This design comes from an exercise in tuning for small area and few clock cycles per item on the open sky130 flow, not from production work. Function was checked by simulation only, so behaviour that the tests miss may differ from the original. The clock port is modelled as an ideal driver; clocking choices that lean on that would not hold on a real chip. No activity file was given, so power comes from the tool's default toggle rates.

==> inputs of job 2404 <==
==> flow/design.v <==
`timescale 1ns/1ps
module layer_loader_top (
	input  logic        aclk,
	input  logic        aresetn,
	input  logic        desc_we_i,
	input  logic [31:0] desc_wei_addr_i,
	input  logic [24:0] desc_wei_nburst_i,
	input  logic [7:0]  desc_wei_last_bytes_i,
	input  logic [31:0] desc_ftm_addr_i,
	input  logic [24:0] desc_ftm_nburst_i,
	input  logic [7:0]  desc_ftm_last_bytes_i,
	output logic        desc_ready_o,
	input  logic        wb_full_i,
	input  logic        fb_full_i,
	input  logic        wb_sufficient_i,
	output logic        rd_start_o,
	output logic [31:0] rd_addr_o,
	output logic [24:0] rd_nburst_o,
	input  logic        rd_beat_i,
	input  logic [63:0] rd_data_i,
	output logic [7:0]  wb_we_o,
	output logic [7:0]  fb_we_o,
	output logic [63:0] buf_data_o,
	output logic        layer_done_o
);
	logic        active;    
	logic        open;      
	logic        sel;       
	logic        w_done;    
	logic        f_done;    
	logic [31:0] w_addr, f_addr;
	logic [24:0] w_rem, f_rem;
	logic [3:0]  w_lbi, f_lbi;
	logic [5:0]  k;         
	logic [24:0] c_rem;
	logic        c_final;
	logic        c_full;
	assign c_rem   = sel ? f_rem : w_rem;
	assign c_final = (c_rem[24:3] == '0) && !(c_rem[2] && (c_rem[1:0] != 2'b00));
	assign c_full  = sel ? fb_full_i : wb_full_i;
	assign desc_ready_o = !active;
	assign rd_start_o   = active && !open && !c_full;
	assign rd_addr_o    = sel ? f_addr : w_addr;
	assign rd_nburst_o  = {22'd0, !c_final || c_rem[2], c_final ? c_rem[1:0] : 2'b00};
	logic       beat;
	logic       s_done;
	logic [1:0] hi_t;
	logic [3:0] lo_t;
	logic       last_beat;
	assign beat      = rd_beat_i && open;
	assign s_done    = sel ? f_done : w_done;
	assign hi_t      = s_done ? ((sel ? f_rem[1:0] : w_rem[1:0]) - 2'd1) : 2'b11;
	assign lo_t      = s_done ? (sel ? f_lbi : w_lbi) : 4'hf;
	assign last_beat = beat && (k == {hi_t, lo_t});
	assign layer_done_o = last_beat && w_done && f_done;
	assign wb_we_o      = (beat && !sel) ? (8'd1 << k[2:0]) : 8'd0;
	assign fb_we_o      = (beat &&  sel) ? (8'd1 << k[2:0]) : 8'd0;
	assign buf_data_o   = rd_data_i;
	logic sel_nxt;
	assign sel_nxt = !f_done && (sel || w_done || wb_sufficient_i);
	always_ff @(posedge aclk) begin
		if (!aresetn) begin
			active <= 1'b0;
			open   <= 1'b0;
		end else begin
			if (!active) active <= desc_we_i;
			else if (layer_done_o) active <= 1'b0;
			if (rd_start_o) open <= 1'b1;
			else if (last_beat) open <= 1'b0;
		end
	end
	always_ff @(posedge aclk) begin
		k <= open ? (k + {5'd0, beat}) : 6'd0;
	end
	always_ff @(posedge aclk) begin
		if (!active) begin
			sel    <= 1'b0;
			w_done <= 1'b0;
			f_done <= 1'b0;
		end else begin
			if (last_beat) sel <= sel_nxt;
			if (rd_start_o && !sel && c_final) w_done <= 1'b1;
			if (rd_start_o &&  sel && c_final) f_done <= 1'b1;
		end
	end
	logic       rot;
	logic       c_inc, c_dec;      
	logic       a_lsb, r_lsb;
	assign rot   = beat && !s_done && (k < 6'd23);
	assign a_lsb = sel ? f_addr[9] : w_addr[9];
	assign r_lsb = sel ? f_rem[2]  : w_rem[2];
	always_ff @(posedge aclk) begin
		if (rd_start_o) begin
			c_inc <= 1'b1;
			c_dec <= 1'b1;
		end else if (rot) begin
			c_inc <= c_inc &&  a_lsb;
			c_dec <= c_dec && !r_lsb;
		end
	end
	always_ff @(posedge aclk) begin
		if (!active) begin
			w_addr <= desc_wei_addr_i;
			w_rem  <= desc_wei_nburst_i;
			f_addr <= desc_ftm_addr_i;
			f_rem  <= desc_ftm_nburst_i;
		end else if (rot) begin
			w_addr[31:9] <= {w_addr[9] ^ (c_inc && !sel), w_addr[31:10]};
			w_rem[24:2]  <= {w_rem[2]  ^ (c_dec && !sel), w_rem[24:3]};
			f_addr[31:9] <= {f_addr[9] ^ (c_inc &&  sel), f_addr[31:10]};
			f_rem[24:2]  <= {f_rem[2]  ^ (c_dec &&  sel), f_rem[24:3]};
		end
	end
	always_ff @(posedge aclk) begin
		if (!active) begin
			w_lbi <= desc_wei_last_bytes_i[6:3] - 4'd1;
			f_lbi <= desc_ftm_last_bytes_i[6:3] - 4'd1;
		end
	end
endmodule
==> flow/flow/run.sh <==
#!/bin/bash
# Standard synthesis, then its combinational logic re-mapped by ABC for area (registers kept
# as they are); then the standard layout, with the ports buffered by the smallest buffer, a
# clock tree of clkbuf_4 leaves (upsized where their flip-flops would see a slow clock slew,
# flow/post_cts.tcl) under a clkbuf_8 root, without dummy loads. Each tool's output goes to
# a log here.
set -euo pipefail
W=$(pwd)

export BUFFER_PORTS_ARGS="-buffer_cell sky130_fd_sc_hd__buf_1"
export CTS_ARGS="-sink_clustering_enable -repair_clock_nets -dont_use_dummy_load -root_buf sky130_fd_sc_hd__clkbuf_8 -buf_list {sky130_fd_sc_hd__clkbuf_4}"
export POST_CTS_TCL="$W/flow/post_cts.tcl"
bash standard.sh synth > standard_synth.log 2>&1
R=$W/orfs/results/${FLOW_PLATFORM:-sky130hd}/layer_loader_top/base
LIB=$FLOW_HOME/platforms/sky130hd/lib/sky130_fd_sc_hd__tt_025C_1v80.lib
cp $R/1_2_yosys.v $W/standard_1_2_yosys.v
sed -e "s#LIBFILE#$LIB#g" -e "s#INFILE#$W/standard_1_2_yosys.v#" -e "s#OUTFILE#$W/remapped.v#" \
    -e "s#SCRIPTFILE#$W/flow/abc_area.script#" -e "s#TOPNAME#${FLOW_TOP:-layer_loader_top}#" \
    $W/flow/remap.ys > $W/remap_run.ys
yosys -s $W/remap_run.ys > remap.log 2>&1
cp $W/remapped.v $R/1_2_yosys.v
rm -f $R/1_synth.odb $R/1_synth.sdc
bash standard.sh finish > standard.log 2>&1
==> flow/flow/abc_area.script <==
strash
dch -f
amap -m
==> flow/flow/post_cts.tcl <==
# After clock tree synthesis: a leaf clock buffer whose flip-flop clock pins would see a slow
# slew (estimated from the placement) is upsized from clkbuf_4 to clkbuf_8, then placement is
# legalized again.
estimate_parasitics -placement
set upsized 0
foreach inst [get_cells -filter "ref_name == sky130_fd_sc_hd__clkbuf_4"] {
  set out [get_pins -of_objects $inst -filter "direction == output"]
  set worst 0.0
  foreach p [get_pins -of_objects [get_nets -of_objects $out] -filter "direction == input"] {
    foreach a {slew_max_rise slew_max_fall} {
      set s [get_property $p $a]
      if {$s > $worst} { set worst $s }
    }
  }
  if {$worst > 0.105} {
    puts "post_cts: upsizing [get_full_name $inst] (worst sink slew $worst ns)"
    replace_cell $inst sky130_fd_sc_hd__clkbuf_8
    incr upsized
  }
}
puts "post_cts: upsized $upsized leaf clock buffers"
if {$upsized > 0} {
  detailed_placement
  check_placement -verbose
  estimate_parasitics -placement
}
==> flow/flow/remap.ys <==
# Re-map the combinational logic of the standard synthesis for area. The registers are kept
# as they are (black boxes here), with their names and cell types.
read_liberty -ignore_miss_func LIBFILE
blackbox sky130_fd_sc_hd__*df* sky130_fd_sc_hd__*dl*
read_verilog INFILE
hierarchy -top TOPNAME
flatten
delete t:$scopeinfo
opt -purge
abc -liberty LIBFILE -dont_use sky130_fd_sc_hd__lpflow_bleeder_1 -dont_use sky130_fd_sc_hd__lpflow_clkbufkapwr_1 -dont_use sky130_fd_sc_hd__lpflow_clkbufkapwr_16 -dont_use sky130_fd_sc_hd__lpflow_clkbufkapwr_2 -dont_use sky130_fd_sc_hd__lpflow_clkbufkapwr_4 -dont_use sky130_fd_sc_hd__lpflow_clkbufkapwr_8 -dont_use sky130_fd_sc_hd__lpflow_clkinvkapwr_1 -dont_use sky130_fd_sc_hd__lpflow_clkinvkapwr_16 -dont_use sky130_fd_sc_hd__lpflow_clkinvkapwr_2 -dont_use sky130_fd_sc_hd__lpflow_clkinvkapwr_4 -dont_use sky130_fd_sc_hd__lpflow_clkinvkapwr_8 -dont_use sky130_fd_sc_hd__lpflow_decapkapwr_12 -dont_use sky130_fd_sc_hd__lpflow_decapkapwr_3 -dont_use sky130_fd_sc_hd__lpflow_decapkapwr_4 -dont_use sky130_fd_sc_hd__lpflow_decapkapwr_6 -dont_use sky130_fd_sc_hd__lpflow_decapkapwr_8 -dont_use sky130_fd_sc_hd__lpflow_inputiso0n_1 -dont_use sky130_fd_sc_hd__lpflow_inputiso0p_1 -dont_use sky130_fd_sc_hd__lpflow_inputiso1n_1 -dont_use sky130_fd_sc_hd__lpflow_inputiso1p_1 -dont_use sky130_fd_sc_hd__lpflow_inputisolatch_1 -dont_use sky130_fd_sc_hd__lpflow_isobufsrc_1 -dont_use sky130_fd_sc_hd__lpflow_isobufsrc_16 -dont_use sky130_fd_sc_hd__lpflow_isobufsrc_2 -dont_use sky130_fd_sc_hd__lpflow_isobufsrc_4 -dont_use sky130_fd_sc_hd__lpflow_isobufsrc_8 -dont_use sky130_fd_sc_hd__lpflow_isobufsrckapwr_16 -dont_use sky130_fd_sc_hd__lpflow_lsbuf_lh_hl_isowell_tap_1 -dont_use sky130_fd_sc_hd__lpflow_lsbuf_lh_hl_isowell_tap_2 -dont_use sky130_fd_sc_hd__lpflow_lsbuf_lh_hl_isowell_tap_4 -dont_use sky130_fd_sc_hd__lpflow_lsbuf_lh_isowell_4 -dont_use sky130_fd_sc_hd__lpflow_lsbuf_lh_isowell_tap_1 -dont_use sky130_fd_sc_hd__lpflow_lsbuf_lh_isowell_tap_2 -dont_use sky130_fd_sc_hd__lpflow_lsbuf_lh_isowell_tap_4 -dont_use sky130_fd_sc_hd__probe_p_8 -dont_use sky130_fd_sc_hd__probec_p_8  -script SCRIPTFILE
read_liberty -lib -overwrite LIBFILE
opt_clean -purge
hilomap -singleton -hicell sky130_fd_sc_hd__conb_1 HI -locell sky130_fd_sc_hd__conb_1 LO
insbuf -buf sky130_fd_sc_hd__buf_4 A X
splitnets
opt_clean -purge
check -assert -mapped
stat -liberty LIBFILE
write_verilog -noattr -nohex -nodec OUTFILE
==> flow/standard.sh <==
#!/bin/bash
# synth_recipe.tcl (not shown) runs the flow's synth.tcl, then flattens the netlist and writes it again
# the make line also repeats each setting of config.mk as NAME=value (left out here)
make -C /OpenROAD-flow-scripts/flow DESIGN_CONFIG=/design/flow/config.mk WORK_HOME=/design/flow/orfs CLKGATE_MAP_FILE= SYNTH_SCRIPT=/design/flow/synth_recipe.tcl "${@:-finish}"
==> flow/config.mk <==
export PLATFORM = sky130hd
export DESIGN_NAME = layer_loader_top
export DESIGN_NICKNAME = layer_loader_top
export VERILOG_FILES = /design/flow/design.v
export SDC_FILE = /design/flow/constraint.sdc
export NUM_CORES = 4
export LEC_CHECK = 0
export CAP_MARGIN = 0
export CORE_MARGIN = 2
export CORE_UTILIZATION = 65
export SLEW_MARGIN = 0
==> flow/constraint.sdc <==
create_clock -name core_clock -period 8.0 [get_ports {aclk}]
set_input_delay 1.6000 -clock core_clock [delete_from_list [all_inputs] [get_ports {aclk}]]
set_output_delay 1.6000 -clock core_clock [all_outputs]
set_load 0.01 [all_outputs]
==> inputs of job 7547, as changes to job 2404 <==
--- a/flow/design.v
+++ b/flow/design.v
@@ -85,17 +85,5 @@
 	end
-	logic       rot;
-	logic       c_inc, c_dec;      
-	logic       a_lsb, r_lsb;
-	assign rot   = beat && !s_done && (k < 6'd23);
-	assign a_lsb = sel ? f_addr[9] : w_addr[9];
-	assign r_lsb = sel ? f_rem[2]  : w_rem[2];
-	always_ff @(posedge aclk) begin
-		if (rd_start_o) begin
-			c_inc <= 1'b1;
-			c_dec <= 1'b1;
-		end else if (rot) begin
-			c_inc <= c_inc &&  a_lsb;
-			c_dec <= c_dec && !r_lsb;
-		end
-	end
+	logic w_step, f_step;
+	assign w_step = rd_start_o && !sel;
+	assign f_step = rd_start_o &&  sel;
 	always_ff @(posedge aclk) begin
@@ -106,7 +94,7 @@
 			f_rem  <= desc_ftm_nburst_i;
-		end else if (rot) begin
-			w_addr[31:9] <= {w_addr[9] ^ (c_inc && !sel), w_addr[31:10]};
-			w_rem[24:2]  <= {w_rem[2]  ^ (c_dec && !sel), w_rem[24:3]};
-			f_addr[31:9] <= {f_addr[9] ^ (c_inc &&  sel), f_addr[31:10]};
-			f_rem[24:2]  <= {f_rem[2]  ^ (c_dec &&  sel), f_rem[24:3]};
+		end else begin
+			w_addr[31:9] <= w_addr[31:9] + {22'd0, w_step};
+			w_rem[24:2]  <= w_rem[24:2]  - {22'd0, w_step};
+			f_addr[31:9] <= f_addr[31:9] + {22'd0, f_step};
+			f_rem[24:2]  <= f_rem[24:2]  - {22'd0, f_step};
 		end
==> flow/run.sh (new file) <==
#!/bin/bash
# synth_recipe.tcl (not shown) runs the flow's synth.tcl, then flattens the netlist and writes it again
# the make line also repeats each setting of config.mk as NAME=value (left out here)
make -C /OpenROAD-flow-scripts/flow DESIGN_CONFIG=/design/flow/config.mk WORK_HOME=/design/flow/orfs CLKGATE_MAP_FILE= SYNTH_SCRIPT=/design/flow/synth_recipe.tcl finish
- ABC_AREA: unset -> 1
- CAP_MARGIN: 0 -> 20
- CORE_UTILIZATION: 65 -> 40
- SLEW_MARGIN: 0 -> 20
removed: flow/flow/run.sh
removed: flow/flow/abc_area.script
removed: flow/flow/post_cts.tcl
removed: flow/flow/remap.ys
removed: flow/standard.sh
==> key figures <==
Detailed routing
  • M1 WL: 6.70 mm
  • Met3 wire length: 3.12 mm
  • Max layer used: met5
  • Vias: 4,660
  • Wire length per cell: 24.1 um

Outcome
  • Status: complete, no violations

Place
  • Placed Instance Area: 6720 sq um
  • Post-Place Setup Slack: 3.01 ns

STA
  • Final clock skew: 0.0326 ns

Synthesis
  • Syn Std Cell Area: 6780 sq um

Finish
  • Multi-input combinational area share: 26.8%

Power
  • Flop+latch power: 899 uW

Critical path
  • Reg2reg end: active
  • FF-to-FF path depth: 10

Die
  • TAP cells: 136
-- figures above: job 2404

==> key figures <==
Synthesis
  • Syn Std Cell Area: 7860 sq um

Critical path
  • FF-to-FF path depth: 14
  • Reg2reg end: w_addr[31]
  • CP Cell Sequence: clkdlybuf4s50_1 > nand2_1 > inv_1 > nand2_1 > nor3_1 > clkdlybuf4s50_1

Die
  • TAP cells: 265

Finish
  • Multi-input combinational area share: 38.9%

Detailed routing
  • Vias: 6,892
  • M1 WL: 8.98 mm
  • Met3 wire length: 960 um
  • Max layer used: met4

Place
  • Placed Instance Area: 9320 sq um

STA
  • Final clock skew: 0.0170 ns

Outcome
  • Status: complete, no violations

GRT
  • Vias in the first global route: 6,341
-- figures above: job 7547

Testbench counts of job 2404, summed over its fixed seeds: cycles 86,800, beats 73,010.
Testbench counts of job 7547, summed over its fixed seeds: cycles 86,800, beats 73,010.

port drivers added, routing unchanged:
How much do the figures lean on ideal ports? The routed layouts below were timed once more, with nothing changed but the port constraints.
Step 1 assumes that a clkbuf_16 drives the clock port and a buf_2 every other input.
Step 2 adds t to the input delays and takes it off the output delays; t is the mean of the earliest and latest rising clock arrival at the registers after step 1. Input paths then give back, and output paths get back, about the clock's delay inside the block.
Slacks: ideal / step 1 / step 2; pairs: ideal / step 1.
run	t (ns)	slack for setup (ns)	worst hold slack (ns)	pins driven straight from the clock port
job 2404	0.434	2.548 / 2.512 / 2.946	0.485 / 0.485 / 0.485	1
job 7547	0.452	3.164 / 3.127 / 3.127	0.497 / 0.497 / 0.497	1
After both steps setup and hold are still met in every run listed. For job 7547, which loses most, drivers alone change the setup slack by -0.037 ns; drivers and shift together by -0.037 ns.
